From an optimization exercise on the open Yosys and OpenROAD flow, aimed at small area and a short achievable clock period; shortcuts taken in it are not production practice. Where RTL was checked, it was by simulation tests only, not by an equivalence proof against the original. Power figures rest on the tool's default switching activity, not on a simulated workload.

old:
## line_window_feeder
module line_window_feeder #(
  parameter int DATA_W    = 8,
  parameter int MAX_WIDTH = 256,
  parameter int ADDR_W    = 8
) (
  input  logic              clk,
  input  logic              rst_n,
  input  logic              frame_start,
  input  logic [ADDR_W-1:0] img_width,
  input  logic [ADDR_W-1:0] img_height,
  input  logic              in_valid,
  input  logic [DATA_W-1:0] in_pixel,
  output logic              in_ready,
  output logic              validData,
  output logic              start,
  output logic [DATA_W-1:0] pixel_in1,
  output logic [DATA_W-1:0] pixel_in2,
  output logic [DATA_W-1:0] pixel_in3,
  output logic [ADDR_W-1:0] col_addr,
  output logic              frame_done,
  output logic              cfg_err
);
Size in the first run: about 4700 cells after synthesis, ~4200 flip-flops, about 65 I/O pins, ~0.13 mm² of cells after synthesis.
Settings: LEC_CHECK=0, CAP_MARGIN=20, CORE_MARGIN=2, CORE_UTILIZATION=70, CTS_CLUSTER_DIAMETER=80, CTS_CLUSTER_SIZE=30, SETUP_SLACK_MARGIN=3.6, SLEW_MARGIN=20; clock period 6.0 ns.
standard.sh (not shown) runs the stock make flow with config.mk's settings and CLKGATE_MAP_FILE= SYNTH_SCRIPT=/design/flow/synth_recipe.tcl, a recipe that flattens the netlist after the stock synthesis.
==> flow/flow/run.sh <==
#!/bin/bash
# Own flow: the standard ORFS flow, with one hook before detailed placement that puts
# each flip-flop driving an output port next to that port's output buffer.
set -euo pipefail
here=$(pwd)
export PRE_DETAIL_PLACE_TCL=$here/flow/pre_dpl.tcl
bash standard.sh synth > synth.log 2>&1
bash standard.sh floorplan > floorplan.log 2>&1
bash standard.sh place > place.log 2>&1
bash standard.sh cts > cts.log 2>&1
bash standard.sh route > route.log 2>&1
bash standard.sh finish > finish.log 2>&1
==> flow/flow/pre_dpl.tcl <==
# Move every flip-flop that drives an output port's buffer next to that buffer (the buffer
# sits at the port), together with the cell that drives the flip-flop's D input when that
# cell feeds nothing else (the hold/load multiplexer). Detailed placement then legalizes
# the moved cells.
set block [ord::get_db_block]
proc driver_of {net} {
  foreach it [$net getITerms] {
    if {[$it isOutputSignal]} { return $it }
  }
  return ""
}
set moved 0
foreach bterm [$block getBTerms] {
  if {[$bterm getIoType] ne "OUTPUT"} { continue }
  set net [$bterm getNet]
  if {$net eq "NULL"} { continue }
  set drv [driver_of $net]
  if {$drv eq ""} { continue }
  set buf [$drv getInst]
  set in_net ""
  foreach it [$buf getITerms] {
    if {[$it isInputSignal]} { set in_net [$it getNet] }
  }
  if {$in_net eq "" || $in_net eq "NULL"} { continue }
  set src [driver_of $in_net]
  if {$src eq ""} { continue }
  set ff [$src getInst]
  if {![string match "*__df*" [[$ff getMaster] getName]]} { continue }
  set loc [$buf getLocation]
  $ff setLocation [lindex $loc 0] [lindex $loc 1]
  incr moved
  # the flip-flop's D driver, if it drives only this flip-flop
  set dterm [$ff findITerm D]
  if {$dterm eq "NULL"} { continue }
  set dnet [$dterm getNet]
  if {$dnet eq "NULL"} { continue }
  set dd [driver_of $dnet]
  if {$dd eq ""} { continue }
  if {[llength [$dnet getITerms]] != 2} { continue }
  set dinst [$dd getInst]
  if {[string match "*__df*" [[$dinst getMaster] getName]]} { continue }
  $dinst setLocation [lindex $loc 0] [lindex $loc 1]
}
puts "pre_dpl: moved $moved output flip-flops next to their port buffers"
> inputs changed (old -> new)
==> flow/run.sh (new file) <==
#!/bin/bash
# synth_recipe.tcl (not shown) runs the flow's synth.tcl, then flattens the netlist and writes it again
# the make line also repeats each setting of config.mk as NAME=value (left out here)
make -C /OpenROAD-flow-scripts/flow DESIGN_CONFIG=/design/flow/config.mk WORK_HOME=/design/flow/orfs CLKGATE_MAP_FILE= SYNTH_SCRIPT=/design/flow/synth_recipe.tcl finish
removed: flow/flow/run.sh
removed: flow/flow/pre_dpl.tcl
removed: flow/standard.sh
==> comparison <==
Delta (new minus old): total number of tap cells shows no meaningful change; layout-stage area growth over the synthesis result shrank by 0.24 points.
Sort new and old by all-layer global routing usage asc -> top: new
Sequential power share: new vs old — no meaningful difference
Fmax: new below old
Diff old -> new: number of inverters outside the clock class in the layout shows no meaningful change, core utilization shows a reduction of 0.17 points, average wire per cell in the routed design shows a reduction of 4.4%.
new — final critical-path share of the clock period 2.1 points higher, old as reference
When the final numbers for new and old were put side by side, the total of clock buffers placed in the layout turned out to be smaller in old.
As far as power is concerned, old and new perform about the same.

========
line_window_feeder, a different RTL version from the one above (not shown whole).
Size in the first run: ~4900 cells after synthesis, ~65 I/O pins, about 0.13 mm^2 of cells after synthesis.
export LEC_CHECK = 0
export CAP_MARGIN = 20
export CORE_MARGIN = 2
export CORE_UTILIZATION = 70
export CTS_CLUSTER_DIAMETER = 80
export CTS_CLUSTER_SIZE = 30
export SETUP_SLACK_MARGIN = 3.6
export SLEW_MARGIN = 20
create_clock -name core_clock -period 6.0 [get_ports {clk}]
==> flow/flow/run.sh <==
#!/bin/bash
# Own flow: the standard ORFS flow, with one hook before detailed placement that puts
# each flip-flop driving an output port next to that port's output buffer.
set -euo pipefail
here=$(pwd)
export PRE_DETAIL_PLACE_TCL=$here/flow/pre_dpl.tcl
bash standard.sh synth > synth.log 2>&1
bash standard.sh floorplan > floorplan.log 2>&1
bash standard.sh place > place.log 2>&1
bash standard.sh cts > cts.log 2>&1
bash standard.sh route > route.log 2>&1
bash standard.sh finish > finish.log 2>&1
==> flow/flow/pre_dpl.tcl <==
# Move every flip-flop that drives an output port's buffer next to that buffer (the buffer
# sits at the port), together with the cell that drives the flip-flop's D input when that
# cell feeds nothing else (the hold/load multiplexer). Detailed placement then legalizes
# the moved cells.
set block [ord::get_db_block]
proc driver_of {net} {
  foreach it [$net getITerms] {
    if {[$it isOutputSignal]} { return $it }
  }
  return ""
}
set moved 0
foreach bterm [$block getBTerms] {
  if {[$bterm getIoType] ne "OUTPUT"} { continue }
  set net [$bterm getNet]
  if {$net eq "NULL"} { continue }
  set drv [driver_of $net]
  if {$drv eq ""} { continue }
  set buf [$drv getInst]
  set in_net ""
  foreach it [$buf getITerms] {
    if {[$it isInputSignal]} { set in_net [$it getNet] }
  }
  if {$in_net eq "" || $in_net eq "NULL"} { continue }
  set src [driver_of $in_net]
  if {$src eq ""} { continue }
  set ff [$src getInst]
  if {![string match "*__df*" [[$ff getMaster] getName]]} { continue }
  set loc [$buf getLocation]
  $ff setLocation [lindex $loc 0] [lindex $loc 1]
  incr moved
  # the flip-flop's D driver, if it drives only this flip-flop
  set dterm [$ff findITerm D]
  if {$dterm eq "NULL"} { continue }
  set dnet [$dterm getNet]
  if {$dnet eq "NULL"} { continue }
  set dd [driver_of $dnet]
  if {$dd eq ""} { continue }
  if {[llength [$dnet getITerms]] != 2} { continue }
  set dinst [$dd getInst]
  if {[string match "*__df*" [[$dinst getMaster] getName]]} { continue }
  $dinst setLocation [lindex $loc 0] [lindex $loc 1]
}
puts "pre_dpl: moved $moved output flip-flops next to their port buffers"
Then changed:
--- a/flow/flow/run.sh
+++ b/flow/flow/run.sh
@@ -3 +3,2 @@
-# each flip-flop driving an output port next to that port's output buffer.
+# each flip-flop driving an output port next to that port's output buffer, and one before
+# pin placement that keeps the ports together.
@@ -6,0 +8 @@
+export PRE_IO_PLACEMENT_TCL=$here/flow/pre_io.tcl
==> flow/flow/pre_io.tcl (new file) <==
# Keep all ports together in the middle of the bottom edge, so the flip-flops and buffers
# at the ports (output registers, the shift-enable root, the emit logic) sit close together.
set block [ord::get_db_block]
set die [$block getDieArea]
set w [expr {[$die dx] / 1000.0}]
set x0 [expr {int($w * 0.35)}]
set x1 [expr {int($w * 0.65)}]
set_io_pin_constraint -region bottom:$x0-$x1 -pin_names [get_ports *]
puts "pre_io: ports on bottom:$x0-$x1"
After rerunning: Count of clock-buffer cells in the layout went down by 26. Final area barely changes. First-iteration DRC count went down by 1.4%. Synthesized cell count is unchanged. Sequential power is about the same. Setup slack loses 0.0068 ns. Via count fell by 1.5%. Register-to-register slack gains 0.04 ns.
No run of this note included a check of the RTL's function; only the layout flow was run.

========
## lane 3
Another version of the RTL of line_window_feeder (not shown whole).
Size in the first run: ~4800 cells after synthesis, ~4100 flip-flops, roughly 65 I/O pins.
==> flow/config.mk <==
export PLATFORM = sky130hd
export DESIGN_NAME = line_window_feeder
export DESIGN_NICKNAME = line_window_feeder
export VERILOG_FILES = /design/flow/design.v
export SDC_FILE = /design/flow/constraint.sdc
export NUM_CORES = 4
export LEC_CHECK = 0
export CAP_MARGIN = 20
export CORE_MARGIN = 2
export CORE_UTILIZATION = 70
export CTS_CLUSTER_DIAMETER = 80
export CTS_CLUSTER_SIZE = 30
export SETUP_SLACK_MARGIN = 3.6
export SLEW_MARGIN = 20
==> flow/constraint.sdc <==
create_clock -name core_clock -period 6.0 [get_ports {clk}]
set_input_delay 1.2000 -clock core_clock [delete_from_list [all_inputs] [get_ports {clk}]]
set_output_delay 1.2000 -clock core_clock [all_outputs]
set_load 0.01 [all_outputs]
==> flow/flow/run.sh <==
#!/bin/bash
# Own flow: the standard ORFS flow, with one hook before detailed placement that puts
# each flip-flop driving an output port next to that port's output buffer.
set -euo pipefail
here=$(pwd)
export PRE_DETAIL_PLACE_TCL=$here/flow/pre_dpl.tcl
export PRE_RESIZE_TCL=$here/flow/pre_resize.tcl
bash standard.sh synth > synth.log 2>&1
bash standard.sh floorplan > floorplan.log 2>&1
bash standard.sh place > place.log 2>&1
bash standard.sh cts > cts.log 2>&1
bash standard.sh route > route.log 2>&1
bash standard.sh finish > finish.log 2>&1
==> flow/flow/pre_dpl.tcl <==
# Move every flip-flop that drives an output port's buffer next to that buffer (the buffer
# sits at the port). Detailed placement then legalizes the moved cells.
set block [ord::get_db_block]
set moved 0
foreach bterm [$block getBTerms] {
  if {[$bterm getIoType] ne "OUTPUT"} { continue }
  set net [$bterm getNet]
  if {$net eq "NULL"} { continue }
  set drv ""
  foreach it [$net getITerms] {
    if {[$it isOutputSignal]} { set drv $it }
  }
  if {$drv eq ""} { continue }
  set buf [$drv getInst]
  # the buffer's input net and the cell driving it
  set in_net ""
  foreach it [$buf getITerms] {
    if {[$it isInputSignal]} { set in_net [$it getNet] }
  }
  if {$in_net eq "" || $in_net eq "NULL"} { continue }
  set src ""
  foreach it [$in_net getITerms] {
    if {[$it isOutputSignal]} { set src [$it getInst] }
  }
  if {$src eq ""} { continue }
  if {![string match "*__df*" [[$src getMaster] getName]]} { continue }
  set loc [$buf getLocation]
  $src setLocation [lindex $loc 0] [lindex $loc 1]
  incr moved
}
puts "pre_dpl: moved $moved output flip-flops next to their port buffers"
==> flow/flow/pre_resize.tcl <==
# Limit fanout during repair_design so the high-fanout shift-enable net (in_valid, which
# reaches every line-buffer flip-flop) gets a proper buffer tree.
set_max_fanout 20 [current_design]
The following lists how lane 4 was set up differently from lane 3:
diff --git a/flow/flow/run.sh b/flow/flow/run.sh
--- a/flow/flow/run.sh
+++ b/flow/flow/run.sh
@@ -7 +6,0 @@
-export PRE_RESIZE_TCL=$here/flow/pre_resize.tcl
removed: flow/flow/pre_resize.tcl
Notes after the runs:
- Reported for lane 3 and lane 4, die area turned out identical to the last digit.
- Going from lane 3 to lane 4, the achievable clock frequency was found to have gone up by 11 MHz.
- Lane 4 against lane 3: count of clock-net buffers in the final layout moved up, total power of the final layout level.
- Going from lane 3 to lane 4, the wire length of the first global-routing pass was found to have gone down by 5.9%.
- The critical path startpoint comes out p1_q[4] in one run and width_q[2] in the other, namely in lane 4 and lane 3 respectively.
- Delta(slack of the worst reg-to-reg path, lane 4 - lane 3) > 0
- Of lane 3 and lane 4, lane 4 shows the higher proportion of power drawn by the clock network, with lane 3 below it.
- Routed wire in lane 4 totals less than in lane 3.
- Lane 4 reports a higher setup slack than lane 3 does.
- Hold slack across lane 3 and lane 4: no real change.
No run of this note included a check of the RTL's function; only the layout flow was run.

========
Another version of the RTL of line_window_feeder (not shown whole).
For scale: ~4800 cells after synthesis, ~65 I/O pins, ~130000 um2 of cells after synthesis.
clock: 6.0 ns
lec_check: 0
cap_margin: 20
core_margin: 2
core_utilization: 60
setup_slack_margin: 3.4
slew_margin: 20
run.sh (not shown) runs the stock make flow with config.mk's settings and CLKGATE_MAP_FILE= SYNTH_SCRIPT=/design/flow/synth_recipe.tcl, a recipe that flattens the netlist after the stock synthesis.
Stock flow here: none of the scripts above is used.
The starting point finished with timing, DRC and antenna clean.
Edit:
--- a/flow/config.mk
+++ b/flow/config.mk
@@ -10,0 +11,2 @@
+export CTS_CLUSTER_DIAMETER = 80
+export CTS_CLUSTER_SIZE = 32
Effect: Wire length goes down by about 4%; total power goes down by about 17%; hold slack is better by 0.11 ns; register-to-register slack is worse by 0.02 ns; clock-buffer cell count goes down by 319; final cell count goes down by 5.8%.
Function was not checked in any run of this note: the RTL went through the layout flow alone.

-- what the ideal ports hide --
How much do the figures lean on ideal ports? The routed layouts below were timed once more, with nothing changed but the port constraints. Step 1 sets driving cells, clkbuf_16 on the clock port and buf_2 on the other inputs (assumed; they add their load-dependent delay and slew). Step 2 times the ports against the registers' clock, not the clock port: input delays grow and output delays shrink by t, the midpoint of the rising clock arrivals with the driver on. Slacks: ideal / step 1 / step 2; pairs: ideal / step 1.
run | shift t [ns] | setup WS [ns] | latest minus earliest clock arrival (ns)
old | 0.894 | 3.415 / 3.329 / 2.606 | 0.025 / 0.026
new | 0.902 | 3.287 / 3.201 / 2.530 | 0.030 / 0.030
the first run of note 2 | 0.897 | 3.413 / 3.324 / 2.572 | 0.028 / 0.028
the second run of note 2 | 0.892 | 3.406 / 3.339 / 2.644 | 0.029 / 0.030
lane 3 | 0.914 | 3.314 / 3.296 / 2.579 | 0.044 / 0.044
lane 4 | 0.905 | 3.391 / 3.305 / 2.616 | 0.024 / 0.024
the first run of note 4 | 1.007 | 3.203 / 3.116 / 2.480 | 0.061 / 0.062
the second run of note 4 | 0.889 | 3.297 / 3.208 / 2.477 | 0.047 / 0.047
After both steps every run listed still meets setup and hold. For the first run of note 2, which loses most, drivers alone change the setup slack by -0.089 ns; drivers and shift together by -0.841 ns.
